Context: an optimization exercise on an open-source flow, tuned for small area, a short achievable clock period and few clock cycles per item. The choices shown serve that exercise and are no tape-out recipe.
RTL that was checked went through simulation tests only; none was proved equivalent to the original.
No functional check of the RTL was part of runs 1 to 3.
No activity file was given, so power comes from the tool's default toggle rates.

==> design/flow/design.v <==
`default_nettype none
package resizer_pixel_pkg;
   typedef logic [7:0] chan_t;
   typedef struct packed {
      chan_t r;
      chan_t g;
      chan_t b;
   } pixel_t;
   typedef logic [95:0] col_t;    
   typedef logic [383:0] window_t;    
   typedef struct packed {
      logic [31:0] tdata;
   } stream_in_t;
endpackage
`default_nettype wire
`default_nettype none
package resizer_frame_pkg;
   localparam int FRAME_W = 16;
   localparam int FRAME_H = 10;
   localparam int WIN     = 4;       
   typedef logic [3:0]          x_t;
   typedef logic [3:0]          y_t;
   typedef logic [1:0]          slot_t;    
   typedef logic [4:0]          rows_t;    
   typedef enum logic [1:0] {
      WR_IDLE,
      WR_ACCEPT,
      WR_HOLD
   } wr_state_t;
   typedef enum logic [1:0] {
      RD_WAIT,
      RD_PRIME,
      RD_RUN,
      RD_CLEAR
   } rd_state_t;
endpackage
`default_nettype wire
`timescale 1ns/1ns
`default_nettype none
module bicubic_window_gen
(
   input  wire logic       i_clk,
   input  wire logic       i_rstn,
   input  wire logic       i_s_tvalid,
   input  resizer_pixel_pkg::stream_in_t      i_s_tdata,
   output logic            o_s_tready,
   output logic            o_m_tvalid,
   output resizer_pixel_pkg::window_t         o_m_tdata,
   output logic            o_m_tlast,
   input  wire logic       i_m_tready
);
   localparam int DEPTH = 51;
   logic [23:0] sr [0:DEPTH-1];
   logic [23:0] pix;
   logic [23:0] skid_d;
   logic        skid_v;
   logic [23:0] item;         
   logic        item_v;
   logic [7:0]  p;
   logic [7:0]  ic;
   logic        ahead;      
   logic        ov;         
   logic        rdy;        
   logic        last_q;     
   logic        slot_free;
   logic        accept;
   logic        take;       
   logic        split;      
   logic        shift;
   logic [DEPTH-1:0] en;
   assign pix        = {i_s_tdata.tdata[7:0], i_s_tdata.tdata[15:8], i_s_tdata.tdata[23:16]};
   assign o_s_tready = rdy && !skid_v;
   assign accept     = i_s_tvalid && o_s_tready;
   assign item_v     = skid_v || i_s_tvalid;
   assign item       = skid_v ? skid_d : pix;
   assign slot_free  = !ov || i_m_tready;
   assign take       = rdy && item_v && slot_free;
   assign split      = ahead && !last_q && i_m_tready && !item_v;
   assign shift      = take || split;
   always_comb begin
      for (int d = 0; d < DEPTH; d++) begin
         en[d] = take || (split && (8'(d) >= ic));
      end
   end
   always_ff @(posedge i_clk) begin
      if (en[0]) sr[0] <= item;
      for (int d = 1; d < DEPTH; d++) begin
         if (en[d]) sr[d] <= sr[d-1];
      end
   end
   always_ff @(posedge i_clk) begin
      if (!skid_v) skid_d <= pix;
   end
   logic [7:0] p_n;
   logic [7:0] ic_n;
   logic       ahead_n;
   logic       ov_n;
   logic [7:0] q_n;
   always_comb begin
      p_n     = p;
      ic_n    = ic;
      ahead_n = ahead;
      ov_n    = ov;
      if (ahead && last_q) begin
         if (ov && i_m_tready) begin
            ahead_n = 1'b0;
            ic_n    = ic + 8'(take);
            p_n     = 8'd12 + ic + 8'(take);
            ov_n    = take && (ic == 8'd51);
         end
      end else if (shift) begin
         p_n = p + 8'd1;
         if (ahead) begin
            ov_n = 1'b1;
            if (take) ic_n = ic + 8'd1;
         end else begin
            ov_n = (p >= 8'd63);
            if (ic == 8'd159) begin
               ic_n    = 8'd0;
               ahead_n = 1'b1;
            end else begin
               ic_n = ic + 8'd1;
            end
         end
      end else if (i_m_tready) begin
         ov_n = 1'b0;
      end
      q_n = p_n + 8'd1;    
   end
   logic [3:1] rs;       
   logic       ld;       
   logic       dup;      
   always_ff @(posedge i_clk) begin
      if (!i_rstn) begin
         rdy    <= 1'b0;
         ov     <= 1'b0;
         ahead  <= 1'b0;
         ic     <= 8'd0;
         p      <= 8'd12;
         last_q <= 1'b0;
         skid_v <= 1'b0;
         rs     <= '0;
         ld     <= 1'b0;
         dup    <= 1'b0;
      end else begin
         rdy    <= 1'b1;
         ov     <= ov_n;
         ahead  <= ahead_n;
         ic     <= ic_n;
         p      <= p_n;
         last_q <= (p_n == 8'd223);
         skid_v <= (skid_v || accept) && !take;
         rs[1]  <= (q_n[7:4] == 4'd13);
         rs[2]  <= (q_n[7:4] >= 4'd12) && (q_n[7:4] <= 4'd13);
         rs[3]  <= (q_n[7:4] >= 4'd11) && (q_n[7:4] <= 4'd13);
         ld     <= (q_n[3:0] == 4'd0);
         dup    <= (q_n[3:0] >= 4'd13);
      end
   end
   logic [23:0] t   [0:3][0:3];    
   logic [23:0] tc  [0:3][0:3];    
   always_comb begin
      for (int i = 0; i < 4; i++) begin
         for (int j = 0; j < 4; j++) begin
            if (i == 3 && j == 3) t[i][j] = item;
            else                  t[i][j] = sr[50 - 16*i - j];
         end
      end
      for (int j = 0; j < 4; j++) begin
         tc[0][j] = t[0][j];
         for (int i = 1; i < 4; i++) begin
            tc[i][j] = rs[i] ? tc[i-1][j] : t[i][j];
         end
      end
   end
   always_ff @(posedge i_clk) begin
      if (shift) begin
         for (int i = 0; i < 4; i++) begin
            for (int j = 0; j < 3; j++) begin
               o_m_tdata[96*j + 24*i +: 24] <= ld ? tc[i][j] : o_m_tdata[96*(j+1) + 24*i +: 24];
            end
         end
      end
      if (shift && !dup) begin
         for (int i = 0; i < 4; i++) begin
            o_m_tdata[288 + 24*i +: 24] <= tc[i][3];
         end
      end
   end
   assign o_m_tvalid = ov;
   assign o_m_tlast  = last_q;
endmodule
`default_nettype wire
==> design/flow/flow/run.sh <==
#!/bin/bash
set -euo pipefail
export BUFFER_PORTS_ARGS="-buffer_cell sky130_fd_sc_hd__buf_1"
bash standard.sh finish > flow_standard.log 2>&1
==> design/flow/standard.sh <==
#!/bin/bash
# synth_recipe.tcl (not shown) runs the flow's synth.tcl, then flattens the netlist and writes it again
# the make line also repeats each setting of config.mk as NAME=value (left out here)
make -C /OpenROAD-flow-scripts/flow DESIGN_CONFIG=/design/flow/config.mk WORK_HOME=/design/flow/orfs CLKGATE_MAP_FILE= SYNTH_SCRIPT=/design/flow/synth_recipe.tcl "${@:-finish}"
==> design/flow/config.mk <==
export PLATFORM = sky130hd
export DESIGN_NAME = bicubic_window_gen
export DESIGN_NICKNAME = bicubic_window_gen
export VERILOG_FILES = /design/flow/design.v
export SDC_FILE = /design/flow/constraint.sdc
export NUM_CORES = 4
export LEC_CHECK = 0
export CAP_MARGIN = 20
export CORE_MARGIN = 6
export CORE_UTILIZATION = 45
export SETUP_SLACK_MARGIN = 2.5
export SLEW_MARGIN = 20
==> design/flow/constraint.sdc <==
create_clock -name core_clock -period 5.5 [get_ports {i_clk}]
set_input_delay 1.1000 -clock core_clock [delete_from_list [all_inputs] [get_ports {i_clk}]]
set_output_delay 1.1000 -clock core_clock [all_outputs]
set_load 0.01 [all_outputs]
==> out/qor.yml, run 1 <==
outcome:
  outcome: "finished clean"
final_layout:
  num-nets-final: 3495
  area_growth_pct: 17.4
  fillers: 9853
  drive_gt1_share_pct: 15.9
synth:
  syn_inst: 2909
  yosysSeqAreaShare_pct: 85.8
  synthFlopType: "edfxtp_1"
  async_flop_share_pct: 0
  ys_warn_count: 4
  synth_edf_count: 1608
  synth_fp_nets: 2951
  syn_area_sq_um: 57400
  ys_ff_latch: 1658
  syn_area_per_cell_sq_um: 19.7
  synth.distinct_cells: 65
clocking:
  clock-root-buffer: "clkbuf_16"
  cts_buffers: 166
  cts_buffer_depth: 3
  clkLatencyLatePin_ps: 760
  clock-sinks: 1658
  clk_pin_slew_ps: 60
  cts_tree: "yes"
  h-tree-depth: 4
route:
  vias: 28055
  first_pass_iters: 5
  avgViaCountPerCell: 5.35
  wl_per_cell_microns: 27.4
  ant_nets: 0
  drcViolationCount: 0
  drt_wl_total_microns: 144000
  initialDrtViolationCount: 3050
power:
  peakVddDrop_v: 0.000310
  p_leak_nw: 21.6
  power_density_nw_per_um2: 399
sta:
  finalHoldViolations: 0
  setup_viol: 0
  slew_viol_final: 0
  finalSetupTns_ps: 0
  rsz0062_at_grt: "yes"
  fin_crit_ps: 3020
  clock_skew_ps: 22.0
  tightest_slew_ps: 1090
  fin_ws_ps: 2480
  fmax_mhz: 331
  fin_crit_sh_pct: 55.0
  slew_headroom_pct: 25.0
global_routing:
  overflow: 0
  grt_max_degree: 187
  grt_antenna_before_repair: 15
  grt_use_total_pct: 20.1
  grt_pass1_vias: 27182
  grt_pass1_wl_microns: 196000
floorplan:
  core_sq_um: 126000
  dieWidth_microns: 369
  start_util_pct: 45.6
  top_level_ports: 423
  dieArea_sq_um: 136000
  placementRows: 130
  fp.dieH_microns: 369
placed_design:
  post-dp-hpwl_microns: 97900
  gp_congestion: 0.830
  place_ws_ps: 1380
  place.port_buffers: 414
worst_setup_path:
  cp.required_ps: 5850
  criticalPathCategory: "reg2reg"
  crit_path_end_kind: "flop"
  critical_path_arrival_ps: 3380
  start_kind: "flop"
  worst-path-max-fanout: 24
flow_run:
  cap_violations: 0
hold_path:
  hold_path.class: "reg2reg"
[metrics by stage]
stage	area (sq um)	power, W	utilization (%)	cells	hold WS, ps
after floorplan	57500	0.0156	-	2909	400
after global placement	61500	0.0162	48.8	4897	400
after detailed placement	61500	0.0162	48.8	4898	405
after CTS	66800	0.0271	53.0	5205	403
after global routing	67400	0.0278	53.5	5239	411
final	67400	0.0269	53.5	5243	404
[per-layer routing]
| layer | wire (microns) | global-route usage, % |
|---|---|---|
| met5 | 0 | 0 |
| met4 | 2830 | 4.80 |
| met3 | 15600 | 7.03 |
| met2 | 63200 | 28.6 |
| met1 | 62300 | 29.9 |
[cells in the mapped netlist (all sizes together), types with 2 or more instances]
cell	count	area share, %
a211oi	5	0.074
a21boi	3	0.039
a21o	6	0.078
a21oi	260	2.3
a22oi	2	0.026
a31oi	4	0.044
and2	12	0.13
and3	9	0.098
buf	24	0.19
clkbuf	95	0.62
dfxtp	50	1.7
edfxtp	1608	84
ha	6	0.13
inv	30	0.20
mux2	192	3.8
mux2i	169	2.9
nand2	33	0.23
nand2b	4	0.044
nand3	11	0.096
nand4	3	0.033
nor2	264	1.7
nor2b	4	0.044
nor3	10	0.11
nor3b	2	0.026
nor4	3	0.044
nor4b	2	0.031
o211ai	3	0.063
o21a	6	0.078
o21ai	50	0.44
o21bai	3	0.039
o221a	2	0.039
o32ai	2	0.031
or2	4	0.044
or4	2	0.033
xnor2	5	0.076
xor2	5	0.076
[cell families (layout without fill, tap and decap cells)]
logic type,count (synthesis),after routing,share of synthesized area (%)
DFF,1658,1658,85.8
and+or+nand+nor,368,369,2.77
muxes,361,361,6.71
AOI/OAI and AO/OA,357,369,3.40
buffers and inverters,149,816,1.00
xor gates and xnor gates,10,10,0.153
adders and majority gates,6,6,0.131
other,0,4,0
[flip-flops by register name, indices dropped and copies added (netlist names), 3 cells and up]
register and flops:
p 8, ic 8, skid_d 24, sr 1224, rs 3, o_m_tdata 384
[worst max-delay path, cell delays in order (launching register included)]
cell	delay, ps
dfxtp_1	810
inv_1	140
ha_1	310
nor2_1	760
a21o_1	240
nand2_2	350
[report_power, final]
part           switching, W  internal (W)  total [W]
Combinational      0.000816      0.000270    0.00109
Sequential         0.000290        0.0146     0.0149
Clock               0.00467       0.00620     0.0109
Total               0.00578        0.0211     0.0269
[final timing paths]
path | start | endpoint | slack, ps | cells past startpoint
worst max-delay path | ic[1]$_SDFFE_PN0P_ | sr[28][15]$_DFFE_PP_ | 2480 | 5
worst min-delay path | sr[23][11]$_DFFE_PP_ | sr[24][11]$_DFFE_PP_ | 400 | 0
worst max register to register | ic[1]$_SDFFE_PN0P_ | sr[28][15]$_DFFE_PP_ | 2480 | 5
worst min register to register | sr[23][11]$_DFFE_PP_ | sr[24][11]$_DFFE_PP_ | 400 | 0
[final cells by class]
class	instances	area [sq um]	share of cell area, %
Timing Repair Buffer	482	2400	3.57
Antenna cell	4	10.0	0.0149
Inverter	30	118	0.175
Clock buffer	224	4530	6.71
Multi-Input combinational cell	1115	8230	12.2
Sequential cell	1658	49300	73.2
Tap cell	1650	2060	3.06
Clock inverter	80	743	1.10
[placed cells by master (no fill, tap or decap), drive strengths merged, types with 5 or more instances in the layout]
cell type / n
nand3: 11
a21o: 6
and2: 12
mux2i: 169
a21oi: 260
xnor2: 5
o21a: 6
clkinv: 56
dfxtp: 50
nand2: 34
nor3: 10
and3: 9
mux2: 192
clkbuf: 225
a211oi: 5
inv: 43
ha: 6
xor2: 5
edfxtp: 1608
nor2: 264
bufinv: 8
o21ai: 62
buf: 481
[repair_timing]
item                                    in CTS  in global routing
endpoints found under the setup margin     644                465
setup buffers                                3                 19
pin swaps                                    9                 20
gates cloned                                 0                 13
hold buffers                                 0                  0
resized for setup                           10                 23
==> inputs of run 2 (changes only) <==
--- a/design/flow/design.v
+++ b/design/flow/design.v
@@ -62,6 +62,7 @@
    logic        ov;         
    logic        rdy;        
    logic        last_q;     
+   logic        run_a;      
    logic        slot_free;
    logic        accept;
    logic        take;       
@@ -75,11 +76,11 @@
    assign item       = skid_v ? skid_d : pix;
    assign slot_free  = !ov || i_m_tready;
    assign take       = rdy && item_v && slot_free;
-   assign split      = ahead && !last_q && i_m_tready && !item_v;
-   assign shift      = take || split;
+   assign split      = run_a && i_m_tready && !item_v;
+   assign shift      = (i_m_tready && (run_a || (rdy && item_v))) || (!ov && rdy && item_v);
    always_comb begin
       for (int d = 0; d < DEPTH; d++) begin
-         en[d] = take || (split && (8'(d) >= ic));
+         en[d] = shift && (i_s_tvalid || skid_v || (8'(d) >= ic));
       end
    end
    always_ff @(posedge i_clk) begin
@@ -138,6 +139,7 @@
          ic     <= 8'd0;
          p      <= 8'd12;
          last_q <= 1'b0;
+         run_a  <= 1'b0;
          skid_v <= 1'b0;
          rs     <= '0;
          ld     <= 1'b0;
@@ -149,6 +151,7 @@
          ic     <= ic_n;
          p      <= p_n;
          last_q <= (p_n == 8'd223);
+         run_a  <= ahead_n && (p_n != 8'd223);
          skid_v <= (skid_v || accept) && !take;
          rs[1]  <= (q_n[7:4] == 4'd13);
          rs[2]  <= (q_n[7:4] >= 4'd12) && (q_n[7:4] <= 4'd13);
==> run 2 against run 1 <==
Register-to-register slack improved by 60 ps. Flip-flop and latch count rose by 1. Power fell by 0.63%. Cell count barely moved. Worst hold slack got worse by 14 ps. Design area barely moved. First-iteration DRC count rose by 3.5%. Global-route usage rose by 0.43 points.
==> out/qor.yml, run 2 <==
outcome:
  outcome: "finished clean"
clocking:
  clock-root-buffer: "clkbuf_16"
  cts_tree: "yes"
  clock-sinks: 1659  # +0.060%
  cts_buffers: 166  # unchanged
  clk_pin_slew_ps: 60  # about the same
  cts_buffer_depth: 3  # unchanged
  clkLatencyLatePin_ps: 780  # +20 ps
  h-tree-depth: 4  # unchanged
  cts_hold_buffers: 0  # unchanged
flow_run:
  cap_violations: 0  # unchanged
synth:
  async_flop_share_pct: 0  # unchanged
  syn_inst: 2910  # +0.034%
  synthXorXnorAreaFrac_pct: 0.0915  # -0.061 points
  synth.most_common_cell: "edfxtp_1"
  synthTopCellsByCount: "1,608 x edfxtp_1, 276 x nor2_1, 273 x a21oi_1"
  yosysTopAreaCell: "edfxtp_1"
  synth_mux_area_share_pct: 6.74  # +0.033 points
  synthAdderAreaFrac_pct: 0.131  # about the same
  synth_fp_nets: 2952  # +0.034%
  ys_ff_latch: 1659  # +0.060%
  synth-simple-area-share_pct: 2.77  # +0.0059 points
  syn_area_per_cell_sq_um: 19.7  # about the same
  synth_top_family_by_area: "multiplexers"
  synth_compound_area_share_pct: 3.32  # -0.079 points
  synth_area_leaders: "edfxtp_1 84%, mux2_2 3.8%, mux2i_1 3.0%"
  synth.distinct_cells: 65  # unchanged
  synth_edf_count: 1608  # unchanged
  synthFlopType: "edfxtp_1"
  ys_warn_count: 4  # unchanged
  yosysSeqAreaShare_pct: 85.8  # about the same
  syn_area_sq_um: 57400  # about the same
  synth_top_area_share_pct: 84.1  # about the same
power:
  fin_total_pwr_w: 0.0267  # -0.63%
  power_frac_clock_pct: 41.0  # +0.5 points
  power_density_nw_per_um2: 396  # -0.65%
  intPower_w: 0.0210  # -0.42%
  switching_power_w: 0.00570  # -1.4%
  combPwrFrac_pct: 3.7  # -0.3 points
  seq_power_share_pct: 55.2  # -0.3 points
  peakVddDrop_v: 0.000393  # +27%
  p_leak_nw: 21.6  # -0.21%
  switching_share_pct: 21.3  # -0.17 points
placed_design:
  post-dp-hpwl_microns: 99200  # +1.3%
  gp_congestion: 0.855  # +3.0%
  place.port_buffers: 414  # unchanged
global_routing:
  grt_use_total_pct: 20.5  # +0.43 points
  top_usage_layer: "met2"
  grt_max_degree: 136  # -27%
  overflow: 0  # unchanged
  grt_pass1_wl_microns: 201000  # +2.5%
  grtUsageMet3_pct: 5.03  # -2.0 points
  met2_usage_pct: 31.2  # +2.6 points
  use_met1_pct: 30.4  # +0.58 points
  grt_antenna_before_repair: 17  # +2
  grt_pass1_vias: 27600  # +1.5%
hold_path:
  hold_end: "sr[26][23]$_DFFE_PP_"
  hold_path.class: "reg2reg"
  hold_depth: 0  # unchanged
  hold_start: "sr[25][23]$_DFFE_PP_"
sta:
  tightest_slew_ps: 1020  # -71.3 ps
  slew_viol_final: 0  # unchanged
  fin_crit_sh_pct: 54.5  # -0.45 points
  fmax_mhz: 334  # +0.83%
  rsz0062_at_grt: "yes"
  setup_viol: 0  # unchanged
  finalSetupTns_ps: 0  # unchanged
  finalHoldViolations: 0  # unchanged
  fin_crit_ps: 3000  # -25.0 ps
  slew_headroom_pct: 29.9  # +4.9 points
  clock_skew_ps: 37.3  # +15.3 ps
final_layout:
  area_growth_pct: 17.4  # about the same
  largest_reg_flops: 1224  # unchanged
  layout_commonest_cell: "edfxtp_1"
  regMostFlops: "sr"
  num-nets-final: 3492  # -0.086%
  layout_common_cells: "1,608 x edfxtp_1, 414 x buf_1, 270 x nor2_1, 251 x a21oi_1, 192 x mux2_2"
  fillers: 9866  # +0.13%
  reg_top3: "sr (1224), o_m_tdata (384), skid_d (24)"
  drive_gt1_share_pct: 16.3  # +0.39 points
worst_setup_path:
  r2r-end: "sr[36][13]$_DFFE_PP_"
  worst-path-max-fanout: 26  # +8.3%
  criticalPathCategory: "in2reg"
  critical_path_arrival_ps: 3380  # about the same
  start_kind: "input pin"
  r2r_start: "ic[1]$_SDFFE_PN0P_"
  crit_path_end_kind: "flop"
  r2r_cells: 5  # unchanged
  cp.required_ps: 5890  # +40 ps
  rrSetupSlack_ps: 2540  # +60 ps
route:
  first_pass_iters: 5  # unchanged
  drt_wl_total_microns: 144000  # +0.31%
  avgViaCountPerCell: 5.40  # +0.86%
  vias: 28301  # +0.88%
  drcViolationCount: 0  # unchanged
  wl_per_cell_microns: 27.5  # +0.30%
  initialDrtViolationCount: 3158  # +3.5%
  ant_nets: 0  # unchanged
floorplan:
  top_level_ports: 423  # unchanged
  dieWidth_microns: 369  # about the same
  dieArea_sq_um: 136000  # about the same
  placementRows: 130  # unchanged
  fp.dieH_microns: 369  # about the same
  start_util_pct: 45.6  # about the same
  core_sq_um: 126000  # unchanged
run 2: timing repair:
item / in CTS / in global routing
pin swaps: 5 / 0
cloned: 10 / 3
gates resized for setup: 16 / 13
setup buffers: 12 / 1
setup endpoints to repair: 850 / 322
run 2: per-layer routing:
metal / wire length (microns) / up-vias
met2: 66000 / 1172
li1: - / 12435
met4: 2390 / 0
met5: 0 / -
met1: 62800 / 14535
met3: 13100 / 159
run 2: power groups by stage:
stage / Combinational (W) / Sequential (W) / Clock, W
detailed placement: 0.000957 / 0.0150 / 0
floorplan: 0.000476 / 0.0149 / 0
global route: 0.00107 / 0.0148 / 0.0117
CTS: 0.00101 / 0.0147 / 0.0112
global placement: 0.000942 / 0.0150 / 0
finish: 0.00100 / 0.0147 / 0.0110
run 2: cells by family (layout without fill, tap and decap cells):
group | Yosys count | in the layout
fa+ha+maj | 6 | 6
buf+inv | 156 | 822
mux | 363 | 363
compound gates | 345 | 356
other cells | 0 | 6
xor+xnor | 6 | 6
flops | 1659 | 1659
simple gates | 375 | 376
run 2: area by class of cell:
| type | count | area [sq um] | share of cell area, % |
|---|---|---|---|
| well taps | 1650 | 2060 | 3.06 |
| flip-flops and latches | 1659 | 49300 | 73.2 |
| clock inverters | 90 | 845 | 1.25 |
| repair inverters | 1 | 8.76 | 0.0130 |
| multi-input cells | 1107 | 8320 | 12.3 |
| inverters | 37 | 159 | 0.236 |
| repair buffers | 478 | 2220 | 3.29 |
| clock buffers | 216 | 4460 | 6.61 |
| diodes | 6 | 15.0 | 0.0223 |
run 2: critical path, cell delays in order:
cell and delay [ps]:
buf_1 250, inv_1 150, o21ai_4 140, nand2_4 290, inv_16 290, nand2_4 260
o21ai_4 840
run 2: through the flow:
step	utilization, %	area, sq um	setup slack [ps]	cells	hold slack, ps
final	53.5	67400	2500	5244	390
after CTS	53.4	67300	2510	5234	387
after global routing	53.5	67400	2420	5238	390
after global placement	48.9	61600	1240	4906	400
after floorplan	-	57800	1770	2910	400
after detailed placement	48.9	61600	1180	4906	405
run 2: how the worst max path moves through the flow:
| stage | slack, ps | end | from | cells past startpoint |
|---|---|---|---|---|
| 6_report | 2500 | sr[46][13]$_DFFE_PP_ | i_m_tready | 7 |
| 3_5_place_dp | 1180 | sr[32][15]$_DFFE_PP_ | i_m_tready | 7 |
| 5_1_grt | 2420 | sr[46][12]$_DFFE_PP_ | rdy$_DFF_P_ | 6 |
| 4_1_cts | 2510 | o_s_tready | skid_v$_SDFF_PN0_ | 3 |
| 3_3_place_gp | 1240 | sr[32][11]$_DFFE_PP_ | i_m_tready | 7 |
| 2_1_floorplan | 1770 | sr[1][0]$_DFFE_PP_ | i_s_tvalid | 7 |
==> inputs of run 3 (changes only) <==
--- a/design/flow/design.v
+++ b/design/flow/design.v
@@ -61,6 +61,8 @@
    logic        ahead;      
    logic        ov;         
    logic        rdy;        
+   logic        ordy;       
+   logic        skid_v_n;
    logic        last_q;     
    logic        run_a;      
    logic        slot_free;
@@ -70,13 +72,14 @@
    logic        shift;
    logic [DEPTH-1:0] en;
    assign pix        = {i_s_tdata.tdata[7:0], i_s_tdata.tdata[15:8], i_s_tdata.tdata[23:16]};
-   assign o_s_tready = rdy && !skid_v;
+   assign o_s_tready = ordy;
    assign accept     = i_s_tvalid && o_s_tready;
    assign item_v     = skid_v || i_s_tvalid;
    assign item       = skid_v ? skid_d : pix;
    assign slot_free  = !ov || i_m_tready;
    assign take       = rdy && item_v && slot_free;
    assign split      = run_a && i_m_tready && !item_v;
+   assign skid_v_n   = (skid_v || accept) && !take;
    assign shift      = (i_m_tready && (run_a || (rdy && item_v))) || (!ov && rdy && item_v);
    always_comb begin
       for (int d = 0; d < DEPTH; d++) begin
@@ -141,6 +144,7 @@
          last_q <= 1'b0;
          run_a  <= 1'b0;
          skid_v <= 1'b0;
+         ordy   <= 1'b0;
          rs     <= '0;
          ld     <= 1'b0;
          dup    <= 1'b0;
@@ -152,7 +156,8 @@
          p      <= p_n;
          last_q <= (p_n == 8'd223);
          run_a  <= ahead_n && (p_n != 8'd223);
-         skid_v <= (skid_v || accept) && !take;
+         skid_v <= skid_v_n;
+         ordy   <= !skid_v_n;
          rs[1]  <= (q_n[7:4] == 4'd13);
          rs[2]  <= (q_n[7:4] >= 4'd12) && (q_n[7:4] <= 4'd13);
          rs[3]  <= (q_n[7:4] >= 4'd11) && (q_n[7:4] <= 4'd13);
==> design/flow/flow/run.sh (replaced) <==
#!/bin/bash
set -euo pipefail
export BUFFER_PORTS_ARGS="-buffer_cell sky130_fd_sc_hd__buf_1"
export CTS_ARGS="-sink_clustering_enable -repair_clock_nets -dont_use_dummy_load -sink_clustering_size 24"
bash standard.sh finish > flow_standard.log 2>&1
==> run 3 against run 2 <==
Flip-flop and latch count up 1. Die area fell by 0.13%. Count of clock-buffer cells in the layout down 54. Design area barely moved. Sequential share of layout area about the same. Non-clock buffer count up 66. Cell count down 1.2%. Sequential power about the same. Core utilization about the same. Worst hold slack got worse by 17 ps. Global-route usage is 1.3 points higher. Highest routed layer is now met5.
==> out/qor.yml, run 3 <==
outcome:
  outcome: "finished clean"
worst_setup_path:
  critical_path_arrival_ps: 3590  # +210 ps
  start_kind: "flop"
  r2r_cells: 8  # +3
  cpMaxStageDelayCell: "dfxtp_2"
  worst-path-max-fanout: 17  # -35%
  rrSetupSlack_ps: 2530  # about the same
  path_cells: "buf_4, or2_2, nor2_1, xnor2_1, nor2_1, a211oi_2, nand2_2, o31a_1"
  r2r_start: "ic[3]$_SDFFE_PN0P_"
  cp.required_ps: 6120  # +230 ps
  max_stage_delay_ps: 670  # -170 ps
  crit_path_end_kind: "flop"
  r2r-end: "run_a$_SDFF_PN0_"
  criticalPathCategory: "reg2reg"
  path_common_cell: "nor2_1"
final_layout:
  area_growth_pct: 17.5
  layout_commonest_cell: "edfxtp_1"
  regMostFlops: "sr"
  layout_common_cells: "1,608 x edfxtp_1, 413 x buf_1, 274 x nor2_1, 254 x a21oi_1, 192 x mux2_2"
  largest_reg_flops: 1224  # unchanged
  num-nets-final: 3570  # +2.2%
  drive_gt1_share_pct: 17.3  # +0.97 points
  reg_top3: "sr (1224), o_m_tdata (384), skid_d (24)"
  final_util_pct: 53.5  # about the same
sta:
  fin_ws_ps: 2530  # +25.8 ps
  slew_viol_final: 0  # unchanged
  slew_headroom_pct: 21.8  # -8.1 points
  finalHoldViolations: 0  # unchanged
  tightest_slew_ps: 1140  # +117 ps
  clock_skew_ps: 57.8  # +20.5 ps
  whs_ps: 373  # -16.6 ps
  rsz0062_at_grt: "yes"
  fin_crit_ps: 2970  # -25.8 ps
  fmax_mhz: 336  # +0.87%
  fin_crit_sh_pct: 54.0  # -0.47 points
  finalSetupTns_ps: 0  # unchanged
  setup_viol: 0  # unchanged
route:
  initialDrtViolationCount: 3229  # +2.2%
  drt_wl_total_microns: 154000  # +6.6%
  vias: 28743  # +1.6%
  drcViolationCount: 0  # unchanged
  route.met3.wl_microns: 14700  # +12%
  top_layer_used: "met5"
  ant_nets: 0  # unchanged
  wl_per_cell_microns: 29.7  # +7.9%
  wl_met1_microns: 64100  # +2.0%
  avgViaCountPerCell: 5.55  # +2.8%
  wl_met2_microns: 72400  # +9.7%
  first_pass_iters: 5  # unchanged
placed_design:
  post-dp-hpwl_microns: 101000  # +2.0%
  place_ws_ps: 1070  # -105 ps
  place.port_buffers: 414  # unchanged
  gp_congestion: 0.838  # -1.9%
global_routing:
  grt_pass1_wl_microns: 210000  # +4.4%
  grt_max_degree: 170  # +25%
  grt_pass1_vias: 27857  # +0.93%
  grt_antenna_before_repair: 18  # +1
  grt_use_total_pct: 21.8  # +1.3 points
  overflow: 0  # unchanged
synth:
  synth.distinct_cells: 58  # -11%
  syn_inst: 2904  # -0.21%
  synthFlopType: "edfxtp_1"
  syn_area_per_cell_sq_um: 19.8  # about the same
  synth.most_common_cell: "edfxtp_1"
  yosysTopAreaCell: "edfxtp_1"
  synth_fp_nets: 2946  # -0.20%
  ys_warn_count: 4  # unchanged
  synth_area_leaders: "edfxtp_1 84%, mux2_2 3.8%, mux2i_1 3.0%"
  yosysSeqAreaShare_pct: 86.0  # +0.15 points
  synthTopCellsByCount: "1,608 x edfxtp_1, 283 x nor2_1, 273 x a21oi_1"
  synth_top_area_share_pct: 84.2  # +0.11 points
  ys_ff_latch: 1660  # +0.060%
  async_flop_share_pct: 0  # unchanged
  synth_edf_count: 1608  # unchanged
  syn_area_sq_um: 57400  # -0.13%
clocking:
  cts_buffer_depth: 3  # unchanged
  clkLatencyLatePin_ps: 770  # about the same
  clock-root-buffer: "clkbuf_16"
  clk_pin_slew_ps: 60  # about the same
  clock-sinks: 1660  # +0.060%
  cts_hold_buffers: 0  # unchanged
  cts_buffers: 162  # -2.4%
  cts_tree: "yes"
  h-tree-depth: 4  # unchanged
power:
  p_leak_nw: 21.3  # -1.5%
  peakVddDrop_v: 0.000276  # -30%
  fin_total_pwr_w: 0.0251  # -6.1%
  power_density_nw_per_um2: 372  # -6.1%
hold_path:
  hold_start: "sr[39][5]$_DFFE_PP_"
  hold_path.class: "reg2reg"
  hold_end: "sr[40][5]$_DFFE_PP_"
  hold_depth: 0  # unchanged
floorplan:
  top_level_ports: 423  # unchanged
  core_sq_um: 126000  # unchanged
  dieWidth_microns: 369  # about the same
  start_util_pct: 45.5  # -0.060 points
  dieArea_sq_um: 136000  # -0.13%
  placementRows: 130  # unchanged
  fp.dieH_microns: 369  # about the same
flow_run:
  cap_violations: 0  # unchanged
-- run 3: per-stage QoR --
stage | instances | area (sq um)
floorplan | 2904 | 58000
global placement | 4890 | 61600
detailed placement | 4891 | 61700
CTS | 5145 | 67000
global route | 5176 | 67400
finish | 5180 | 67400
-- run 3: power breakdown --
part | internal, W | switching, W | leakage [nW]
clock | 0.00515 | 0.00417 | 2.00
combinational | 0.000313 | 0.000767 | 4.17
sequential | 0.0144 | 0.000238 | 15.1
-- run 3: area by class of cell --
cell class | count | area [sq um]
antenna | 4 | 10.0
timing repair inverter | 2 | 15.0
tap | 1650 | 2060
fill | 9789 | 58600
timing repair buffer | 544 | 3190
inverter | 35 | 165
sequential | 1660 | 49300
clock buffer | 162 | 4050
multi-input combinational | 1123 | 8580
-- run 3: timing repair --
action                      CTS  global route
setup buffers                63            27
pin swaps                    12             7
resized for setup            28            16
setup endpoints to repair  1289           561
gates cloned                 29             4
-- run 3: worst max path at each step --
| stage | start | to | slack, ps | cells past startpoint |
|---|---|---|---|---|
| after CTS | skid_v$_SDFF_PN0_ | sr[29][11]$_DFFE_PP_ | 2350 | 5 |
| after global placement | i_s_tvalid | sr[3][4]$_DFFE_PP_ | 1200 | 8 |
| after floorplan | i_s_tvalid | o_m_tdata[288]$_DFFE_PP_ | 1890 | 6 |
| after global routing | ic[3]$_SDFFE_PN0P_ | ic[7]$_SDFFE_PN0P_ | 2420 | 8 |
| after detailed placement | i_s_tvalid | sr[32][21]$_DFFE_PP_ | 1070 | 8 |
| final | ic[3]$_SDFFE_PN0P_ | run_a$_SDFF_PN0_ | 2530 | 8 |
-- run 3: routing by layer --
metal  track usage, %  vias to the layer above
met5                0                        -
met3             5.94                      173
met2             34.0                     1244
met4             5.00                        4
met1             31.1                    14826
li1                 -                    12496
-- run 3: worst max-delay path: cells and delay by family, from the launching register on --
kind	cells	cell delay (ps)
AND/OR/NAND/NOR	4	940
flip-flops	1	670
AO/OA/AOI/OAI	2	640
buffers and inverters	1	450
XOR/XNOR	1	170
-- run 3: cell families (layout without fill, tap and decap cells) --
group / Yosys count / count (layout) / synth area share (%)
AOI/OAI and AO/OA: 345 / 374 / 3.24
xor gates and xnor gates: 8 / 8 / 0.122
adders and majority gates: 6 / 6 / 0.131
buffers and inverters: 152 / 743 / 1.04
DFF: 1660 / 1660 / 86.0
muxes: 362 / 362 / 6.74
other: 0 / 4 / 0
and+or+nand+nor: 371 / 373 / 2.73
==> inputs of run 4 (changes only) <==
--- a/design/flow/design.v
+++ b/design/flow/design.v
@@ -95,45 +95,52 @@
    always_ff @(posedge i_clk) begin
       if (!skid_v) skid_d <= pix;
    end
+   logic       trans;      
+   logic [7:0] p1, p2, i12, i13, i14;
+   logic       ic_last;    
    logic [7:0] p_n;
    logic [7:0] ic_n;
    logic       ahead_n;
    logic       ov_n;
-   logic [7:0] q_n;
-   always_comb begin
-      p_n     = p;
-      ic_n    = ic;
-      ahead_n = ahead;
-      ov_n    = ov;
-      if (ahead && last_q) begin
-         if (ov && i_m_tready) begin
-            ahead_n = 1'b0;
-            ic_n    = ic + 8'(take);
-            p_n     = 8'd12 + ic + 8'(take);
-            ov_n    = take && (ic == 8'd51);
-         end
-      end else if (shift) begin
-         p_n = p + 8'd1;
-         if (ahead) begin
-            ov_n = 1'b1;
-            if (take) ic_n = ic + 8'd1;
-         end else begin
-            ov_n = (p >= 8'd63);
-            if (ic == 8'd159) begin
-               ic_n    = 8'd0;
-               ahead_n = 1'b1;
-            end else begin
-               ic_n = ic + 8'd1;
-            end
-         end
-      end else if (i_m_tready) begin
-         ov_n = 1'b0;
-      end
-      q_n = p_n + 8'd1;    
-   end
    logic [3:1] rs;       
    logic       ld;       
    logic       dup;      
+   logic [3:1] rs_p2;
+   logic       ld_p2, dup_p2, ld_i13, dup_i13, ld_i14, dup_i14;
+   assign trans   = ahead && last_q && ov && i_m_tready;
+   assign p1      = p + 8'd1;
+   assign p2      = p + 8'd2;
+   assign i12     = ic + 8'd12;
+   assign i13     = ic + 8'd13;
+   assign i14     = ic + 8'd14;
+   assign ic_last = (ic == 8'd159);
+   assign rs_p2[1] = (p2[7:4] == 4'd13);
+   assign rs_p2[2] = (p2[7:4] >= 4'd12) && (p2[7:4] <= 4'd13);
+   assign rs_p2[3] = (p2[7:4] >= 4'd11) && (p2[7:4] <= 4'd13);
+   assign ld_p2    = (p2[3:0] == 4'd0);
+   assign dup_p2   = (p2[3:0] >= 4'd13);
+   assign ld_i13   = (i13[3:0] == 4'd0);
+   assign dup_i13  = (i13[3:0] >= 4'd13);
+   assign ld_i14   = (i14[3:0] == 4'd0);
+   assign dup_i14  = (i14[3:0] >= 4'd13);
+   always_comb begin
+      if (trans) begin
+         p_n     = take ? i13 : i12;
+         ic_n    = ic + 8'(take);
+         ahead_n = 1'b0;
+         ov_n    = take && (ic == 8'd51);
+      end else if (shift) begin
+         p_n     = p1;
+         ic_n    = (!ahead && ic_last) ? 8'd0 : ic + 8'(take);
+         ahead_n = ahead || ic_last;
+         ov_n    = ahead || (p >= 8'd63);
+      end else begin
+         p_n     = p;
+         ic_n    = ic;
+         ahead_n = ahead;
+         ov_n    = ov && !i_m_tready;
+      end
+   end
    always_ff @(posedge i_clk) begin
       if (!i_rstn) begin
          rdy    <= 1'b0;
@@ -147,22 +154,28 @@
          ordy   <= 1'b0;
          rs     <= '0;
          ld     <= 1'b0;
-         dup    <= 1'b0;
+         dup    <= 1'b1;
       end else begin
          rdy    <= 1'b1;
          ov     <= ov_n;
          ahead  <= ahead_n;
          ic     <= ic_n;
          p      <= p_n;
-         last_q <= (p_n == 8'd223);
-         run_a  <= ahead_n && (p_n != 8'd223);
          skid_v <= skid_v_n;
          ordy   <= !skid_v_n;
-         rs[1]  <= (q_n[7:4] == 4'd13);
-         rs[2]  <= (q_n[7:4] >= 4'd12) && (q_n[7:4] <= 4'd13);
-         rs[3]  <= (q_n[7:4] >= 4'd11) && (q_n[7:4] <= 4'd13);
-         ld     <= (q_n[3:0] == 4'd0);
-         dup    <= (q_n[3:0] >= 4'd13);
+         if (trans) begin
+            last_q <= 1'b0;
+            run_a  <= 1'b0;
+            rs     <= '0;
+            ld     <= take ? ld_i14 : ld_i13;
+            dup    <= take ? dup_i14 : dup_i13;
+         end else if (shift) begin
+            last_q <= (p == 8'd222);
+            run_a  <= ahead ? (p != 8'd222) : ic_last;
+            rs     <= rs_p2;
+            ld     <= ld_p2;
+            dup    <= dup_p2;
+         end
       end
    end
    logic [23:0] t   [0:3][0:3];    
--- a/design/flow/config.mk
+++ b/design/flow/config.mk
@@ -8,5 +8,5 @@
 export CAP_MARGIN = 20
 export CORE_MARGIN = 6
 export CORE_UTILIZATION = 45
-export SETUP_SLACK_MARGIN = 2.5
+export SETUP_SLACK_MARGIN = 3.4
 export SLEW_MARGIN = 20
==> run 4 against run 3 <==
Critical endpoint is now o_m_tdata[158]. Global-route usage is 2.7 points higher. Sequential share of layout area is 8.3 points lower. Non-clock buffer count up 373. Largest cell class unchanged. Critical path depth down 7. Critical path type is now reg2out. Die area is 0.85% higher.
==> out/qor.yml, run 4 <==
worst_setup_path:
  cpMaxStageDelayCell: "edfxtp_1"
  worst-path-max-fanout: 2  # -15
  criticalPathCategory: "reg2out"
  cp-startpoint: "o_m_tdata[158]$_DFFE_PP_"
  crit_path_end_kind: "output pin"
  start_kind: "flop"
  r2r-end: "sr[1][22]$_DFFE_PP_"
  max_stage_delay_ps: 530  # -140 ps
  crit_family: "flip-flops"
  r2r_cells: 12  # +4
  r2r_start: "ov$_SDFF_PN0_"
  path_buf_inv: 1  # unchanged
  critical_path_arrival_ps: 1460  # -2130 ps
  rrSetupSlack_ps: 3090  # +560 ps
  path_cells: "buf_1"
  cp.required_ps: 4400  # -1720 ps
route:
  drt_wl_total_microns: 186000  # +21%
  first_pass_iters: 6  # +1
  drcViolationCount: 0  # unchanged
  wl_per_cell_microns: 33.1  # +11%
  initialDrtViolationCount: 4506  # +40%
  ant_nets: 0  # unchanged
  vias: 32502  # +13%
  avgViaCountPerCell: 5.79  # +4.4%
final_layout:
  num-nets-final: 4004  # +12%
  regMostFlops: "sr"
  layout_common_cells: "1,608 x edfxtp_1, 290 x clkbuf_2, 259 x nor2_1, 236 x a21oi_1, 193 x clkbuf_16"
  largest_reg_flops: 1224  # unchanged
  drive_gt1_share_pct: 37.5  # +20 points
  reg_top3: "sr (1224), o_m_tdata (384), skid_d (24)"
  area_growth_pct: 31.6
  layout_commonest_cell: "edfxtp_1"
  final_util_pct: 59.7  # +6.2 points
  fillers: 8877  # -9.3%
floorplan:
  top_level_ports: 423  # unchanged
  fp.dieH_microns: 371  # +0.42%
  start_util_pct: 45.4  # -0.13 points
  dieArea_sq_um: 137000  # +0.85%
  dieWidth_microns: 371  # +0.42%
  core_sq_um: 128000  # +1.2%
  placementRows: 131  # +0.77%
sta:
  whs_ps: 362  # -11.0 ps
  rsz0062_at_grt: "yes"
  tightest_slew_ps: 1090  # -49.0 ps
  fin_ws_ps: 2940  # +413 ps
  slew_viol_final: 0  # unchanged
  finalHoldViolations: 0  # unchanged
  fin_crit_sh_pct: 46.5  # -7.5 points
  fin_crit_ps: 2560  # -413 ps
  fmax_mhz: 391  # +16%
  setup_viol: 0  # unchanged
  finalSetupTns_ps: 0  # unchanged
  clock_skew_ps: 61.8  # +3.96 ps
  slew_headroom_pct: 27.3  # +5.4 points
synth:
  synth_top_area_share_pct: 83.4  # -0.73 points
  synth.distinct_cells: 60  # +3.4%
  yosysSeqAreaShare_pct: 85.2  # -0.75 points
  yosysTopAreaCell: "edfxtp_1"
  synth_area_leaders: "edfxtp_1 83%, mux2_2 3.7%, mux2i_1 2.9%"
  async_flop_share_pct: 0  # unchanged
  syn_area_per_cell_sq_um: 19.6  # -0.90%
  synthFlopType: "edfxtp_1"
  syn_inst: 2956  # +1.8%
  syn_area_sq_um: 57900  # +0.88%
  synth.most_common_cell: "edfxtp_1"
  ys_warn_count: 4  # unchanged
  synth_edf_count: 1608  # unchanged
  synthTopCellsByCount: "1,608 x edfxtp_1, 273 x nor2_1, 271 x a21oi_1"
  ys_ff_latch: 1660  # unchanged
  synth_fp_nets: 3010  # +2.2%
outcome:
  outcome: "finished clean"
global_routing:
  grt_pass1_wl_microns: 235000  # +12%
  grt_max_degree: 140  # -18%
  grt_pass1_vias: 30329  # +8.9%
  overflow: 0  # unchanged
  grt_antenna_before_repair: 23  # +5
  grt_use_total_pct: 24.5  # +2.7 points
hold_path:
  hold_start: "sr[11][17]$_DFFE_PP_"
  hold_depth: 0  # unchanged
  hold_end: "sr[12][17]$_DFFE_PP_"
  hold_path.class: "reg2reg"
placed_design:
  post-dp-hpwl_microns: 98600  # -2.5%
  place.port_buffers: 414  # unchanged
  gp_congestion: 0.840  # +0.17%
  place_ws_ps: 1540  # +469 ps
clocking:
  clock-root-buffer: "clkbuf_16"
  cts_tree: "yes"
  cts_buffers: 162  # unchanged
  clk_pin_slew_ps: 60  # about the same
  clock-sinks: 1660  # unchanged
  clkLatencyLatePin_ps: 790  # +20 ps
  h-tree-depth: 4  # unchanged
  cts_buffer_depth: 3  # unchanged
power:
  intPower_w: 0.0203  # +2.0%
  switching_power_w: 0.00544  # +5.2%
  power_frac_clock_pct: 36.7  # -0.5 points
  seq_power_share_pct: 57.1  # -1.4 points
  switching_share_pct: 21.2  # +0.51 points
  peakVddDrop_v: 0.000365  # +32%
  p_leak_nw: 26.0  # +22%
  power_density_nw_per_um2: 338  # -9.1%
  combPwrFrac_pct: 6.2  # +1.9 points
flow_run:
  cap_violations: 0  # unchanged
## run 4: cells by family after synthesis
| family | count (synthesis) | share of synthesized area (%) |
|---|---|---|
| XOR/XNOR | 27 | 0.409 |
| adder cells (fa/ha/maj) | 18 | 0.389 |
| multiplexers | 360 | 6.64 |
| AO/OA/AOI/OAI | 354 | 3.37 |
| AND/OR/NAND/NOR | 377 | 2.70 |
| flip-flops | 1660 | 85.2 |
| buffers and inverters | 160 | 1.24 |
## run 4: area by class of cell
| cell class | count | area, sq um | area share (%) |
|---|---|---|---|
| tap | 1662 | 2080 | 2.73 |
| timing repair inverter | 2 | 17.5 | 0.0230 |
| multi-input combinational | 1170 | 10100 | 13.3 |
| antenna | 2 | 5.00 | 0.00657 |
| clock buffer | 162 | 4050 | 5.33 |
| inverter | 37 | 174 | 0.228 |
| timing repair buffer | 917 | 10300 | 13.5 |
| sequential | 1660 | 49400 | 64.8 |
## run 4: layer usage
layer	vias to the layer above	part of all wire, %	GRT usage (%)
met5	-	0	0
met4	0	3.5	7.26
met3	324	11	6.21
met2	2018	47	38.3
met1	16721	39	34.5
li1	13439	-	-
## run 4: worst max-delay path by stage
stage	end	depth (start not counted)
5_1_grt	o_m_tdata[182]	1
3_5_place_dp	sr[1][17]$_DFFE_PP_	7
2_1_floorplan	sr[9][0]$_DFFE_PP_	6
3_3_place_gp	sr[15][12]$_DFFE_PP_	7
4_1_cts	o_m_tdata[182]	1
6_report	o_m_tdata[158]	1
## run 4: timing repair
item | 4_1_cts | 5_1_grt
gates cloned | 78 | 40
hold endpoints to repair | 0 | 0
buffers inserted | 249 | 127
pin swaps | 63 | 26
hold buffers | 0 | 0
gates resized for setup | 575 | 473
endpoints found under the setup margin | 2283 | 1764
## run 4: metrics by stage
stage	instance area [sq um]	total power, W	cells
2_1_floorplan	58100	0.0152	2956
3_3_place_gp	61900	0.0157	4950
3_5_place_dp	62000	0.0157	4954
4_1_cts	72600	0.0255	5443
5_1_grt	76100	0.0264	5611
6_report	76100	0.0257	5612
## run 4: power by group through the flow
stage / Sequential (W) / Clock, W / Combinational (W)
CTS: 0.0147 / 0.00950 / 0.00133
global placement: 0.0149 / 0 / 0.000776
floorplan: 0.0149 / 0 / 0.000370
detailed placement: 0.0149 / 0 / 0.000802
finish: 0.0147 / 0.00943 / 0.00159
global route: 0.0147 / 0.0100 / 0.00164
Testbench counts of run 4, summed over its fixed seeds: cycles 5,544, windows 5,120.
==> inputs of run 5 (changes only) <==
--- a/design/flow/config.mk
+++ b/design/flow/config.mk
@@ -5,8 +5,9 @@
 export SDC_FILE = /design/flow/constraint.sdc
 export NUM_CORES = 4
 export LEC_CHECK = 0
+export ABC_CLOCK_PERIOD_IN_PS = 2000
 export CAP_MARGIN = 20
 export CORE_MARGIN = 6
 export CORE_UTILIZATION = 45
-export SETUP_SLACK_MARGIN = 3.4
+export SETUP_SLACK_MARGIN = 3.0
 export SLEW_MARGIN = 20
==> run 5 against run 4 <==
Still clean. Via count shrank 10%. Sequential share of layout area grew 7.0 points. Clock skew grew 16 ps. Count of clock-buffer cells in the layout is the same. Global-route usage shrank 2.7 points. Routed wire length shrank 16%. Maximum frequency is essentially flat. Area after synthesis is the same. Core utilization shrank 5.9 points. Critical path depth is the same.
==> out/qor.yml, run 5 <==
global_routing:
  grt_antenna_before_repair: 22  # -4.3%
  overflow: 0  # unchanged
  grt_use_total_pct: 21.8  # -2.7 points
  grt_pass1_vias: 28267  # -6.8%
  grt_pass1_wl_microns: 211000  # -10%
  grt_max_degree: 140  # unchanged
clocking:
  clock-sinks: 1660  # unchanged
  cts_buffers: 162  # unchanged
  cts_hold_buffers: 0  # unchanged
  cts_buffer_depth: 3  # unchanged
  clk_pin_slew_ps: 60  # about the same
  h-tree-depth: 4  # unchanged
  clkLatencyLatePin_ps: 790  # about the same
  cts_tree: "yes"
  clock-root-buffer: "clkbuf_16"
synth:
  syn_inst: 2956  # unchanged
  synth-simple-area-share_pct: 2.70  # unchanged
  synth.distinct_cells: 60  # unchanged
  synth_area_leaders: "edfxtp_1 83%, mux2_2 3.7%, mux2i_1 2.9%"
  synthTopCellsByCount: "1,608 x edfxtp_1, 273 x nor2_1, 271 x a21oi_1"
  yosysSeqAreaShare_pct: 85.2  # unchanged
  synth_edf_count: 1608  # unchanged
  synth_mux_area_share_pct: 6.64  # unchanged
  syn_area_per_cell_sq_um: 19.6  # unchanged
  yosysTopAreaCell: "edfxtp_1"
  synth.most_common_cell: "edfxtp_1"
  synthXorXnorAreaFrac_pct: 0.409  # unchanged
  synthFlopType: "edfxtp_1"
  synth_compound_area_share_pct: 3.37  # unchanged
  syn_area_sq_um: 57900  # unchanged
  synth_top_area_share_pct: 83.4  # unchanged
  ys_ff_latch: 1660  # unchanged
  synth_top_family_by_area: "multiplexers"
  synthAdderAreaFrac_pct: 0.389  # unchanged
  async_flop_share_pct: 0  # unchanged
  ys_warn_count: 4  # unchanged
  synth_fp_nets: 3010  # unchanged
floorplan:
  top_level_ports: 423  # unchanged
  placementRows: 131  # unchanged
  fp.dieH_microns: 371  # unchanged
  core_sq_um: 128000  # unchanged
  start_util_pct: 45.4  # unchanged
  dieWidth_microns: 371  # unchanged
  dieArea_sq_um: 137000  # unchanged
sta:
  fin_crit_sh_pct: 46.5  # about the same
  slew_viol_final: 0  # unchanged
  slew_headroom_pct: 26.4  # -0.91 points
  setup_viol: 0  # unchanged
  fin_crit_ps: 2560  # -2.25 ps
  finalSetupTns_ps: 0  # unchanged
  tightest_slew_ps: 1100  # +13.6 ps
  finalHoldViolations: 0  # unchanged
  rsz0062_at_grt: "yes"
  whs_ps: 374  # +11.5 ps
  clock_skew_ps: 78.2  # +16.5 ps
  fmax_mhz: 391  # about the same
power:
  seq_power_share_pct: 58.8  # +1.7 points
  switching_share_pct: 20.4  # -0.76 points
  fin_total_pwr_w: 0.0250  # -2.9%
  switching_power_w: 0.00510  # -6.4%
  combPwrFrac_pct: 3.9  # -2.3 points
  power_density_nw_per_um2: 364  # +7.6%
  peakVddDrop_v: 0.000358  # -1.8%
  power_frac_clock_pct: 37.3  # +0.6 points
  p_leak_nw: 22.2  # -15%
  intPower_w: 0.0199  # -2.0%
final_layout:
  reg_top3: "sr (1224), o_m_tdata (384), skid_d (24)"
  multiInputGateArea_sq_um: 9230  # -9.0%
  regMostFlops: "sr"
  fillers: 9885  # +11%
  layout_common_cells: "1,608 x edfxtp_1, 304 x buf_1, 265 x nor2_1, 255 x a21oi_1, 192 x mux2_2"
  regArea_sq_um: 49400  # about the same
  drive_gt1_share_pct: 21.6  # -16 points
  fin_area_sq_um: 68700  # -9.8%
  largest_reg_flops: 1224  # unchanged
  layout_commonest_cell: "edfxtp_1"
  num-nets-final: 3639  # -9.1%
  area_growth_pct: 18.7
route:
  avgViaCountPerCell: 5.57  # -3.9%
  first_pass_iters: 6  # unchanged
  drt_wl_total_microns: 155000  # -16%
  ant_nets: 0  # unchanged
  drcViolationCount: 0  # unchanged
  initialDrtViolationCount: 3272  # -27%
  wl_per_cell_microns: 29.6  # -10%
  vias: 29216  # -10%
placed_design:
  place.port_buffers: 414  # unchanged
  dpl-instance-area_sq_um: 62000  # unchanged
  post-dp-hpwl_microns: 98600  # unchanged
  gp_congestion: 0.840  # unchanged
worst_setup_path:
  critical_path_arrival_ps: 1460  # about the same
  path_buf_inv: 1  # unchanged
  start_kind: "flop"
  cp.required_ps: 4400  # about the same
  crit_path_end_kind: "output pin"
  crit_family: "flip-flops"
  criticalPathCategory: "reg2out"
  worst-path-max-fanout: 2  # unchanged
  max_stage_delay_ps: 530  # about the same
  path_cells: "buf_1"
  cpMaxStageDelayCell: "edfxtp_1"
flow_run:
  cap_violations: 0  # unchanged
hold_path:
  hold_path.class: "reg2reg"
outcome:
  outcome: "finished clean"
==> run 5: worst paths after layout <==
path	from	to	slack, ps	cells after the start
hold reg to reg	sr[45][17]$_DFFE_PP_	sr[46][17]$_DFFE_PP_	370	0
hold / removal	sr[45][17]$_DFFE_PP_	sr[46][17]$_DFFE_PP_	370	0
setup / recovery	o_m_tdata[158]$_DFFE_PP_	o_m_tdata[158]	2940	1
setup reg to reg	ic[2]$_SDFFE_PN0P_	sr[43][7]$_DFFE_PP_	3030	4
==> run 5: power groups by stage <==
stage               clock (W)  sequential, W  combinational, W
floorplan                   0         0.0149          0.000370
global placement            0         0.0149          0.000776
detailed placement          0         0.0149          0.000802
CTS                   0.00950         0.0147          0.000946
global route          0.00998         0.0147           0.00104
finish                0.00931         0.0147          0.000985
==> run 5: final cells by class <==
class                           instances  share of cell area, %
Multi-Input combinational cell       1164                   13.4
Inverter                               37                  0.257
Antenna cell                            2                0.00729
Tap cell                             1662                   3.03
Sequential cell                      1660                   71.9
Timing Repair Buffer                  559                   5.47
Timing Repair inverter                  1                 0.0128
Clock buffer                          162                   5.90
==> run 5: per-stage QoR <==
stage / setup slack [ps] / instances / utilization, %
6_report: 2940 / 5247 / 53.8
3_3_place_gp: 1580 / 4950 / 48.5
5_1_grt: 2910 / 5245 / 53.8
2_1_floorplan: 1690 / 2956 / -
4_1_cts: 2830 / 5210 / 53.3
3_5_place_dp: 1540 / 4954 / 48.6
==> run 5: per-layer routing <==
layer  track usage [%]  wire length [microns]
met5                 0                     27
met2              32.7                  69700
met4              5.61                   3920
met1              30.8                  64600
met3              7.76                  17200
==> run 5: logic make-up (layout without fill, tap and decap cells) <==
| group | after synthesis | count (layout) |
|---|---|---|
| mux | 360 | 360 |
| buf+inv | 160 | 759 |
| compound gates | 354 | 380 |
| fa+ha+maj | 18 | 18 |
| flops | 1660 | 1660 |
| xor+xnor | 27 | 27 |
| other cells | 0 | 2 |
| simple gates | 377 | 379 |
==> run 5: what timing repair did <==
action,4_1_cts,5_1_grt
cloned,30,2
pin swaps,32,12
resized for setup,212,95
endpoints found under the setup margin,1549,773
buffers inserted,64,32
hold endpoints to repair,0,0
==> inputs of run 6 (changes only) <==
--- a/design/flow/config.mk
+++ b/design/flow/config.mk
@@ -5,7 +5,6 @@
 export SDC_FILE = /design/flow/constraint.sdc
 export NUM_CORES = 4
 export LEC_CHECK = 0
-export ABC_CLOCK_PERIOD_IN_PS = 2000
 export CAP_MARGIN = 20
 export CORE_MARGIN = 6
 export CORE_UTILIZATION = 45
==> run 6 against run 5 <==
Synthesized cell count did not move. Core utilization is the same. Clock power about the same. Critical path depth stayed put.
==> out/qor.yml, run 6 <==
synth:
  synthFlopType: "edfxtp_1"
  synth_fp_nets: 3010  # unchanged
  synth.most_common_cell: "edfxtp_1"
  yosysTopAreaCell: "edfxtp_1"
  synth_area_leaders: "edfxtp_1 83%, mux2_2 3.7%, mux2i_1 2.9%"
  ys_ff_latch: 1660  # unchanged
  async_flop_share_pct: 0  # unchanged
  syn_inst: 2956  # unchanged
  syn_area_per_cell_sq_um: 19.6  # unchanged
  synth_edf_count: 1608  # unchanged
  synth_top_area_share_pct: 83.4  # unchanged
  syn_area_sq_um: 57900  # unchanged
  ys_warn_count: 4  # unchanged
  yosysSeqAreaShare_pct: 85.2  # unchanged
  synthTopCellsByCount: "1,608 x edfxtp_1, 273 x nor2_1, 271 x a21oi_1"
  synth.distinct_cells: 60  # unchanged
route:
  drt_wl_total_microns: 155000  # unchanged
  initialDrtViolationCount: 3272  # unchanged
  wl_per_cell_microns: 29.6  # unchanged
  drcViolationCount: 0  # unchanged
  ant_nets: 0  # unchanged
  avgViaCountPerCell: 5.57  # unchanged
  vias: 29216  # unchanged
  first_pass_iters: 6  # unchanged
worst_setup_path:
  critical_path_arrival_ps: 1460  # about the same
  max_stage_delay_ps: 530  # about the same
  r2r_cells: 4  # unchanged
  cp.required_ps: 4400  # about the same
  path_cells: "buf_1"
  cpMaxStageDelayCell: "edfxtp_1"
  r2r_start: "ic[2]$_SDFFE_PN0P_"
  r2r-end: "sr[43][7]$_DFFE_PP_"
  path_buf_inv: 1  # unchanged
  crit_family: "flip-flops"
  criticalPathCategory: "reg2out"
  rrSetupSlack_ps: 3030  # about the same
  start_kind: "flop"
  crit_path_end_kind: "output pin"
  worst-path-max-fanout: 2  # unchanged
clocking:
  cts_tree: "yes"
  clock-root-buffer: "clkbuf_16"
  clkLatencyLatePin_ps: 790  # about the same
  clk_pin_slew_ps: 60  # about the same
  cts_hold_buffers: 0  # unchanged
  h-tree-depth: 4  # unchanged
  cts_buffer_depth: 3  # unchanged
  clock-sinks: 1660  # unchanged
  cts_buffers: 162  # unchanged
sta:
  whs_ps: 374  # unchanged
  fin_crit_sh_pct: 46.5  # unchanged
  fin_crit_ps: 2560  # unchanged
  clock_skew_ps: 78.2  # unchanged
  finalHoldViolations: 0  # unchanged
  setup_viol: 0  # unchanged
  finalSetupTns_ps: 0  # unchanged
  fmax_mhz: 391  # unchanged
  fin_ws_ps: 2940  # unchanged
  slew_viol_final: 0  # unchanged
  rsz0062_at_grt: "yes"
  tightest_slew_ps: 1100  # unchanged
  slew_headroom_pct: 26.4  # unchanged
global_routing:
  grt_use_total_pct: 21.8  # unchanged
  grt_pass1_wl_microns: 211000  # unchanged
  grt_max_degree: 140  # unchanged
  grt_antenna_before_repair: 22  # unchanged
  overflow: 0  # unchanged
  grt_pass1_vias: 28267  # unchanged
power:
  intPower_w: 0.0199  # unchanged
  switching_share_pct: 20.4  # unchanged
  p_leak_nw: 22.2  # unchanged
  combPwrFrac_pct: 3.9  # about the same
  power_density_nw_per_um2: 364  # unchanged
  power_frac_clock_pct: 37.3  # about the same
  seq_power_share_pct: 58.8  # about the same
  peakVddDrop_v: 0.000358  # unchanged
  switching_power_w: 0.00510  # unchanged
floorplan:
  start_util_pct: 45.4  # unchanged
  placementRows: 131  # unchanged
  core_sq_um: 128000  # unchanged
  dieArea_sq_um: 137000  # unchanged
  fp.dieH_microns: 371  # unchanged
  top_level_ports: 423  # unchanged
  dieWidth_microns: 371  # unchanged
final_layout:
  final_util_pct: 53.8  # unchanged
  final_cells: 5247  # unchanged
  drive_gt1_share_pct: 21.6  # unchanged
  layout_common_cells: "1,608 x edfxtp_1, 304 x buf_1, 265 x nor2_1, 255 x a21oi_1, 192 x mux2_2"
  reg_top3: "sr (1224), o_m_tdata (384), skid_d (24)"
  area_growth_pct: 18.7  # unchanged
  fillers: 9885  # unchanged
  num-nets-final: 3639  # unchanged
  largest_reg_flops: 1224  # unchanged
  regMostFlops: "sr"
  layout_commonest_cell: "edfxtp_1"
placed_design:
  gp_congestion: 0.840  # unchanged
  place.port_buffers: 414  # unchanged
  post-dp-hpwl_microns: 98600  # unchanged
  place_ws_ps: 1540  # unchanged
  placed_cells: 4954  # unchanged
hold_path:
  hold_path.class: "reg2reg"
  hold_depth: 0  # unchanged
  hold_start: "sr[45][17]$_DFFE_PP_"
  hold_end: "sr[46][17]$_DFFE_PP_"
outcome:
  outcome: "finished clean"
flow_run:
  cap_violations: 0  # unchanged
run 6: cell counts after synthesis:
Identical to the previous run, type by type.
run 6: worst max-delay path by stage:
stage	cells past startpoint	start	endpoint	slack, ps
floorplan	6	i_s_tvalid	sr[9][0]$_DFFE_PP_	1690
CTS	5	skid_v$_SDFF_PN0_	sr[29][10]$_DFFE_PP_	2830
detailed placement	7	i_s_tvalid	sr[1][17]$_DFFE_PP_	1540
global placement	7	i_s_tvalid	sr[15][12]$_DFFE_PP_	1580
finish	1	o_m_tdata[158]$_DFFE_PP_	o_m_tdata[158]	2940
global route	1	o_m_tdata[182]$_DFFE_PP_	o_m_tdata[182]	2910
run 6: layout make-up:
class | count | area, sq um | share of cell area, %
flip-flops and latches | 1660 | 49400 | 71.9
multi-input cells | 1164 | 9230 | 13.4
clock buffers | 162 | 4050 | 5.90
repair buffers | 559 | 3760 | 5.47
well taps | 1662 | 2080 | 3.03
inverters | 37 | 176 | 0.257
repair inverters | 1 | 8.76 | 0.0128
diodes | 2 | 5.00 | 0.00729
run 6: cells by family after synthesis:
logic type / after synthesis / share of synthesized area (%)
flip-flops: 1660 / 85.2
AND/OR/NAND/NOR: 377 / 2.70
multiplexers: 360 / 6.64
AO/OA/AOI/OAI: 354 / 3.37
buffers and inverters: 160 / 1.24
XOR/XNOR: 27 / 0.409
adder cells (fa/ha/maj): 18 / 0.389
run 6: what timing repair did:
action / in CTS / in global routing
setup buffers: 64 / 32
cloned: 30 / 2
gates resized for setup: 212 / 95
pin swaps: 32 / 12
endpoints found under the setup margin: 1549 / 773
run 6: metal layers:
metal	track usage [%]	vias to the layer above	part of all wire, %
met2	32.7	1373	45
met3	7.76	220	11
li1	-	12654	-
met5	0	-	0.017
met1	30.8	14965	42
met4	5.61	4	2.5
run 6: metrics by stage:
stage	total power, W	instance area [sq um]
after global placement	0.0157	61900
after detailed placement	0.0157	62000
after global routing	0.0257	68700
final	0.0250	68700
after CTS	0.0251	68000
after floorplan	0.0152	58100
run 6: power by group through the flow:
stage	clock network (W)	logic (W)	registers, W
2_1_floorplan	0	0.000370	0.0149
3_3_place_gp	0	0.000776	0.0149
5_1_grt	0.00998	0.00104	0.0147
3_5_place_dp	0	0.000802	0.0149
6_report	0.00931	0.000985	0.0147
4_1_cts	0.00950	0.000946	0.0147
==> inputs of run 7 (changes only) <==
--- a/design/flow/config.mk
+++ b/design/flow/config.mk
@@ -7,6 +7,6 @@
 export LEC_CHECK = 0
 export CAP_MARGIN = 20
 export CORE_MARGIN = 6
-export CORE_UTILIZATION = 45
+export CORE_UTILIZATION = 58
 export SETUP_SLACK_MARGIN = 3.0
 export SLEW_MARGIN = 20
==> run 7 against run 6 <==
Synthesized cell count unchanged. Sequential power barely moved. Clock power down 1%. Design area fell by 2.4%. Global-route usage grew 6.3 points. Critical endpoint is now o_m_tdata[331].
==> out/qor.yml, run 7 <==
clocking:
  cts_buffers: 161  # -0.62%
  clock-sinks: 1660  # unchanged
  cts_tree: "yes"
  clk_pin_slew_ps: 60  # about the same
  clock-root-buffer: "clkbuf_16"
  cts_buffer_depth: 3  # unchanged
sta:
  rsz0062_at_grt: "yes"
  slew_headroom_pct: 15.7  # -11 points
  setup_viol: 0  # unchanged
  finalHoldViolations: 0  # unchanged
  fin_crit_ps: 2560  # -0.470 ps
  tightest_slew_ps: 1260  # +160 ps
  finalSetupTns_ps: 0  # unchanged
  fmax_mhz: 391  # about the same
  fin_ws_ps: 2940  # +0.470 ps
  clock_skew_ps: 66.5  # -11.7 ps
  fin_crit_sh_pct: 46.5  # about the same
worst_setup_path:
  path_cells: "buf_6"
  criticalPathCategory: "reg2out"
  r2r-end: "sr[39][12]$_DFFE_PP_"
  crit_family: "flip-flops"
  worst-path-max-fanout: 2  # unchanged
  start_kind: "flop"
  max_stage_delay_ps: 530  # about the same
  critical_path_arrival_ps: 1460  # about the same
  r2r_cells: 5  # +1
  cpMaxStageDelayCell: "edfxtp_1"
  rrSetupSlack_ps: 2960  # -70 ps
  path_buf_inv: 1  # unchanged
synth:
  synth_top_area_share_pct: 83.4  # unchanged
  ys_ff_latch: 1660  # unchanged
  synthFlopType: "edfxtp_1"
  synth_area_leaders: "edfxtp_1 83%, mux2_2 3.7%, mux2i_1 2.9%"
  synth_edf_count: 1608  # unchanged
  syn_area_per_cell_sq_um: 19.6  # unchanged
  syn_inst: 2956  # unchanged
  syn_area_sq_um: 57900  # unchanged
  yosysSeqAreaShare_pct: 85.2  # unchanged
  synth.most_common_cell: "edfxtp_1"
  synthTopCellsByCount: "1,608 x edfxtp_1, 273 x nor2_1, 271 x a21oi_1"
placed_design:
  place.port_buffers: 414  # unchanged
  place_ws_ps: 1320  # -217 ps
final_layout:
  num-nets-final: 3600  # -1.1%
  reg_top3: "sr (1224), o_m_tdata (384), skid_d (24)"
  fillers: 6482  # -34%
  drive_gt1_share_pct: 18.3  # -3.3 points
  area_growth_pct: 15.9
  antennaDiodeCount: 0  # -2
global_routing:
  grt_antenna_before_repair: 14  # -36%
  grt_max_degree: 156  # +11%
  grt_pass1_wl_microns: 212000  # +0.45%
  overflow: 0  # unchanged
  grt_use_total_pct: 28.2  # +6.3 points
flow_run:
  cap_violations: 0  # unchanged
route:
  initialDrtViolationCount: 3500  # +7.0%
  vias: 29103  # -0.39%
  drcViolationCount: 0  # unchanged
  ant_nets: 0  # unchanged
  wl_per_cell_microns: 32.0  # +8.1%
  drt_wl_total_microns: 155000  # -0.50%
hold_path:
  hold_depth: 0  # unchanged
  hold_start: "sr[43][13]$_DFFE_PP_"
  hold_path.class: "reg2reg"
floorplan:
  dieWidth_microns: 328  # -12%
  core_sq_um: 98600  # -23%
  fp.dieH_microns: 328  # -12%
  dieArea_sq_um: 107000  # -22%
  placementRows: 115  # -12%
  top_level_ports: 423  # unchanged
outcome:
  outcome: "finished clean"
power:
  p_leak_nw: 21.6  # -2.6%
[run 7: what timing repair did]
item                        CTS  global route
hold buffers                  0             0
setup buffers                47            19
gates cloned                 18             2
resized for setup           119            55
pin swaps                    25             6
setup endpoints to repair  1441           940
[run 7: area by class of cell]
class / instances / area [sq um] / share of cell area, %
sequential: 1660 / 49300 / 73.6
multi-input combinational: 1154 / 8830 / 13.2
clock buffer: 161 / 4030 / 6.01
timing repair buffer: 530 / 3040 / 4.53
tap: 1287 / 1610 / 2.40
inverter: 37 / 173 / 0.258
timing repair inverter: 2 / 16.3 / 0.0243
[run 7: metrics by stage]
| stage | cells | power (W) | instance area, sq um | hold slack [ps] | utilization [%] |
|---|---|---|---|---|---|
| finish | 4831 | 0.0248 | 67000 | 381 | 68.0 |
| global route | 4831 | 0.0255 | 67000 | 386 | 68.0 |
| CTS | 4810 | 0.0249 | 66600 | 383 | 67.6 |
| detailed placement | 4584 | 0.0157 | 61400 | 405 | 62.3 |
| global placement | 4581 | 0.0157 | 61300 | 400 | 62.2 |
| floorplan | 2956 | 0.0152 | 58100 | 400 | - |
[run 7: report_power, final]
part / switching [W] / total [W] / internal (W) / leakage, nW
clock network: 0.00410 / 0.00922 / 0.00512 / 1.98
registers: 0.000250 / 0.0147 / 0.0144 / 15.3
logic: 0.000668 / 0.000907 / 0.000240 / 4.32
total: 0.00502 / 0.0248 / 0.0198 / 21.6
[run 7: logic make-up (layout without fill, tap and decap cells)]
logic type      Yosys count  in the layout  synth area share, %
compound gates          354            371                 3.37
xor+xnor                 27             27                0.409
fa+ha+maj                18             18                0.389
buf+inv                 160            730                 1.24
flops                  1660           1660                 85.2
mux                     360            360                 6.64
simple gates            377            378                 2.70
[run 7: worst max-delay path by stage]
stage,start,depth (start not counted),slack (ps),end
floorplan,i_s_tvalid,6,1690,sr[9][0]$_DFFE_PP_
global placement,i_s_tvalid,8,1350,sr[2][11]$_DFFE_PP_
detailed placement,i_s_tvalid,8,1320,sr[2][11]$_DFFE_PP_
CTS,i_m_tready,7,2850,sr[21][20]$_DFFE_PP_
global route,ic[6]$_SDFFE_PN0P_,5,2880,sr[39][12]$_DFFE_PP_
finish,o_m_tdata[331]$_DFFE_PP_,1,2940,o_m_tdata[331]
[run 7: metal layers]
metal | track usage, % | vias up | part of all wire (%)
met5 | 0 | - | 0
met4 | 8.09 | 0 | 2.9
li1 | - | 12529 | -
met2 | 45.5 | 1523 | 48
met1 | 39.8 | 14821 | 40
met3 | 5.77 | 230 | 9.1

Re-timed with assumed drivers on the ports (clkbuf_16 on the clock, buf_2 on other inputs), run 7 has 2.868 ns of setup slack against 2.944 ns with ideal ports, and 2.235 ns once port delays also move by the mid clock arrival of 0.801 ns.
